Context: an optimization exercise on an open-source flow, tuned for small area, a short achievable clock period and few clock cycles per item. The choices shown serve that exercise and are no tape-out recipe. Where RTL was checked, it was by simulation tests only, not by an equivalence proof against the original.

==> inputs of run Z <==
==> flow/design.v (excerpt) <==
module tomasulo_core #(
  parameter logic [31:0] REG_INIT = 32'd5
) (
  input  logic        GCLK,
  input  logic        rst,
  input  logic [31:0] inst,          
  input  logic        inst_valid,
  output logic        fetch_en,
  output logic        wb_valid,      
  output logic [31:0] wb_value,
  input  logic [3:0]  dbg_addr,
  output logic [31:0] dbg_data,
  output logic        dbg_pending,
  output logic        idle           
);
  logic [31:0] rf   [16];
  logic [15:0] wr_q;                 
  logic        halted;
  logic        take, issue;
  logic [3:0]  opc, dst, src1, src2;
  logic        e_valid;
  logic        e_mul, e_sub;
  logic [3:0]  e_dst;
  logic [31:0] e_a, e_b;
  logic [31:0] x_y;
  logic        w_valid;
  logic [3:0]  w_dst;
  logic [31:0] w_val;
  logic [31:0] rd_a, rd_b;
  logic [31:0] port_a, port_b;
  logic [3:0]  addr_a, addr_b;
  logic        r_pend;
  logic [3:0]  r_src1, r_src2;
  assign opc  = inst[31:28];
  assign dst  = inst[27:24];
  assign src1 = inst[23:20];
  assign src2 = inst[19:16];
  assign fetch_en = !halted && !r_pend;
  ...
==> module tomasulo_core, before the edit <==
module tomasulo_core #(
  parameter logic [31:0] REG_INIT = 32'd5
) (
  input  logic        GCLK,
  input  logic        rst,
  input  logic [31:0] inst,          
  input  logic        inst_valid,
  output logic        fetch_en,
  output logic        wb_valid,      
  output logic [31:0] wb_value,
  input  logic [3:0]  dbg_addr,
  output logic [31:0] dbg_data,
  output logic        dbg_pending,
  output logic        idle           
);
  logic [31:0] rf   [16];
  logic [15:0] wr_q;                 
  logic        halted;
  logic        take, issue;
  logic [3:0]  opc, dst, src1, src2;
  logic        e_valid;
  logic        e_mul, e_sub;
  logic [3:0]  e_dst;
  logic [31:0] e_a, e_b;
  logic [31:0] x_y;
  logic        w_valid;
  logic [3:0]  w_dst;
  logic [31:0] w_val;
  logic [31:0] rd_a, rd_b;
  logic [31:0] port_a, port_b;
  logic [3:0]  addr_a, addr_b;
  logic        r_pend;
  logic [3:0]  r_src1, r_src2;
  assign opc  = inst[31:28];
  assign dst  = inst[27:24];
  assign src1 = inst[23:20];
  assign src2 = inst[19:16];
  assign fetch_en = !halted && !r_pend;
  assign take     = inst_valid && fetch_en;
  assign issue    = take && (opc != tomasulo_pkg::OP_HLT);
  function automatic logic [31:0] rf_read(input logic [3:0] r);
    logic [15:0] hit;
    rf_read = '0;
    for (int j = 0; j < 16; j++) begin
      hit[j] = (r == j[3:0]);
      rf_read = rf_read | ({32{hit[j] & wr_q[j]}} & rf[j]);
    end
    if (|(hit & ~wr_q)) rf_read = rf_read | REG_INIT;
  endfunction
  assign addr_a = idle ? dbg_addr : r_pend ? r_src1 : src1;
  assign addr_b = r_pend ? r_src2 : src2;
  assign port_a = rf_read(addr_a);
  assign port_b = rf_read(addr_b);
  assign rd_a = idle ? REG_INIT : (w_valid && w_dst == src1) ? w_val : port_a;
  assign rd_b = (w_valid && w_dst == src2) ? w_val : port_b;
  always_ff @(posedge GCLK) begin
    if (rst) begin
      halted  <= 1'b0;
      r_pend  <= 1'b0;
      e_valid <= 1'b0;
      w_valid <= 1'b0;
      wr_q    <= '0;
    end else begin
      if (take && opc == tomasulo_pkg::OP_HLT) halted <= 1'b1;
      r_pend  <= issue && idle && wr_q[src1];
      e_valid <= (issue && !(idle && wr_q[src1])) || r_pend;
      w_valid <= e_valid;
      if (w_valid) wr_q[w_dst] <= 1'b1;
    end
  end
  always_ff @(posedge GCLK) begin
    if (!r_pend) begin
      e_mul  <= (opc == tomasulo_pkg::OP_MUL);
      e_sub  <= (opc == tomasulo_pkg::OP_SUB);
      e_dst  <= dst;
      r_src1 <= src1;
      r_src2 <= src2;
    end
    e_a   <= (e_valid && e_dst == src1) ? x_y : rd_a;
    e_b   <= (e_valid && e_dst == src2) ? x_y : rd_b;
    w_dst <= e_dst;
    w_val <= x_y;
    if (w_valid) rf[w_dst] <= w_val;
  end
  exec_unit u_exec (.is_mul(e_mul), .is_sub(e_sub), .a(e_a), .b(e_b), .y(x_y));
  assign wb_valid    = w_valid;
  assign wb_value    = w_val;
  assign idle        = !e_valid && !w_valid && !r_pend;
  assign dbg_data    = port_a;   
  assign dbg_pending = (e_valid && e_dst == dbg_addr) || (w_valid && w_dst == dbg_addr);
endmodule
export LEC_CHECK = 0
export CAP_MARGIN = 20
export CORE_MARGIN = 2
export CORE_UTILIZATION = 40
export SETUP_SLACK_MARGIN = 5
export SLEW_MARGIN = 20
create_clock -name core_clock -period 12.0 [get_ports {GCLK}]
run.sh (not shown) runs the stock make flow with config.mk's settings and CLKGATE_MAP_FILE= SYNTH_SCRIPT=/design/flow/synth_recipe.tcl, a recipe that flattens the netlist after the stock synthesis.
==> run H: changes against run Z <==
--- a/flow/design.v
+++ b/flow/design.v
@@ -962,14 +962,10 @@
   logic [31:0] w_val;
   logic [31:0] rd_a, rd_b;
-  logic [31:0] port_a, port_b;
-  logic [3:0]  addr_a, addr_b;
-  logic        r_pend;
-  logic [3:0]  r_src1, r_src2;
   assign opc  = inst[31:28];
   assign dst  = inst[27:24];
   assign src1 = inst[23:20];
   assign src2 = inst[19:16];
-  assign fetch_en = !halted && !r_pend;
-  assign take     = inst_valid && fetch_en;
+  assign fetch_en = !halted;
+  assign take     = inst_valid && !halted;
   assign issue    = take && (opc != tomasulo_pkg::OP_HLT);
   function automatic logic [31:0] rf_read(input logic [3:0] r);
@@ -982,14 +978,9 @@
     if (|(hit & ~wr_q)) rf_read = rf_read | REG_INIT;
   endfunction
-  assign addr_a = idle ? dbg_addr : r_pend ? r_src1 : src1;
-  assign addr_b = r_pend ? r_src2 : src2;
-  assign port_a = rf_read(addr_a);
-  assign port_b = rf_read(addr_b);
-  assign rd_a = idle ? REG_INIT : (w_valid && w_dst == src1) ? w_val : port_a;
-  assign rd_b = (w_valid && w_dst == src2) ? w_val : port_b;
+  assign rd_a = (w_valid && w_dst == src1) ? w_val : rf_read(src1);
+  assign rd_b = (w_valid && w_dst == src2) ? w_val : rf_read(src2);
   always_ff @(posedge GCLK) begin
     if (rst) begin
       halted  <= 1'b0;
-      r_pend  <= 1'b0;
       e_valid <= 1'b0;
       w_valid <= 1'b0;
@@ -997,6 +988,5 @@
     end else begin
       if (take && opc == tomasulo_pkg::OP_HLT) halted <= 1'b1;
-      r_pend  <= issue && idle && wr_q[src1];
-      e_valid <= (issue && !(idle && wr_q[src1])) || r_pend;
+      e_valid <= issue;
       w_valid <= e_valid;
       if (w_valid) wr_q[w_dst] <= 1'b1;
@@ -1004,11 +994,7 @@
   end
   always_ff @(posedge GCLK) begin
-    if (!r_pend) begin
-      e_mul  <= (opc == tomasulo_pkg::OP_MUL);
-      e_sub  <= (opc == tomasulo_pkg::OP_SUB);
-      e_dst  <= dst;
-      r_src1 <= src1;
-      r_src2 <= src2;
-    end
+    e_mul <= (opc == tomasulo_pkg::OP_MUL);
+    e_sub <= (opc == tomasulo_pkg::OP_SUB);
+    e_dst <= dst;
     e_a   <= (e_valid && e_dst == src1) ? x_y : rd_a;
     e_b   <= (e_valid && e_dst == src2) ? x_y : rd_b;
@@ -1020,6 +1006,6 @@
   assign wb_valid    = w_valid;
   assign wb_value    = w_val;
-  assign idle        = !e_valid && !w_valid && !r_pend;
-  assign dbg_data    = port_a;   
+  assign idle        = !e_valid && !w_valid;
+  assign dbg_data    = rf_read(dbg_addr);
   assign dbg_pending = (e_valid && e_dst == dbg_addr) || (w_valid && w_dst == dbg_addr);
 endmodule
- CTS_CLUSTER_DIAMETER: default -> 100
- CTS_CLUSTER_SIZE: default -> 20
==> qor.yml <==
numCtsBuffers: 67
cp_slowest_cell: "or4_4"
clock_latency_ns: 0.64
worst_slack_ns: 4.505
r2r_cells: 24
outcome: "finished clean"
the above is filed under run Z

==> qor.yml <==
worst_slack_ns: 4.949
clock_latency_ns: 0.61
outcome: "finished clean"
synth_xor_area_frac: 0.04635
r2r_cells: 23
port_buffers: 90
cp_slowest_cell: "dlygate4sd2_1"
yosysWarningCount: 1
dpl_cell_area_um2: 47640
numCtsBuffers: 37
the above is filed under run H

Testbench counts of run H, summed over its fixed seeds: cycles 8,282, items 7,706.
Function not checked in run Z: the RTL went through the layout flow alone.

what the ideal ports hide:
No port has a modelled driver above. Below, the same layouts with a new extraction and two added sets of constraints. Step 1 (the two cells are an assumption about what drives the block):
set clk [get_ports {GCLK}]
set_driving_cell -lib_cell sky130_fd_sc_hd__clkbuf_16 $clk
set_driving_cell -lib_cell sky130_fd_sc_hd__buf_2 [delete_from_list [all_inputs] $clk]
Step 2 moves the port delays by t, midway between the first and last clock arrival at a register: inputs arrive t later, outputs are due t later. That takes back most of the time a late clock gives input paths. a / b / c = no drivers / after step 1 / after step 2; a / b = the first two.
run | shift t [ns] | slack for setup (ns) | worst hold slack (ns) | clock arrival spread, ns
run Z | 0.684 | 4.505 / 4.455 / 4.352 | 0.480 / 0.480 / 0.480 | 0.043 / 0.043
run H | 0.656 | 4.949 / 4.924 / 4.924 | 0.439 / 0.439 / 0.439 | 0.029 / 0.030
After both steps every run listed still meets setup and hold. The setup slack of run Z, which loses most, moves by -0.050 ns with the drivers and by -0.153 ns with both steps.
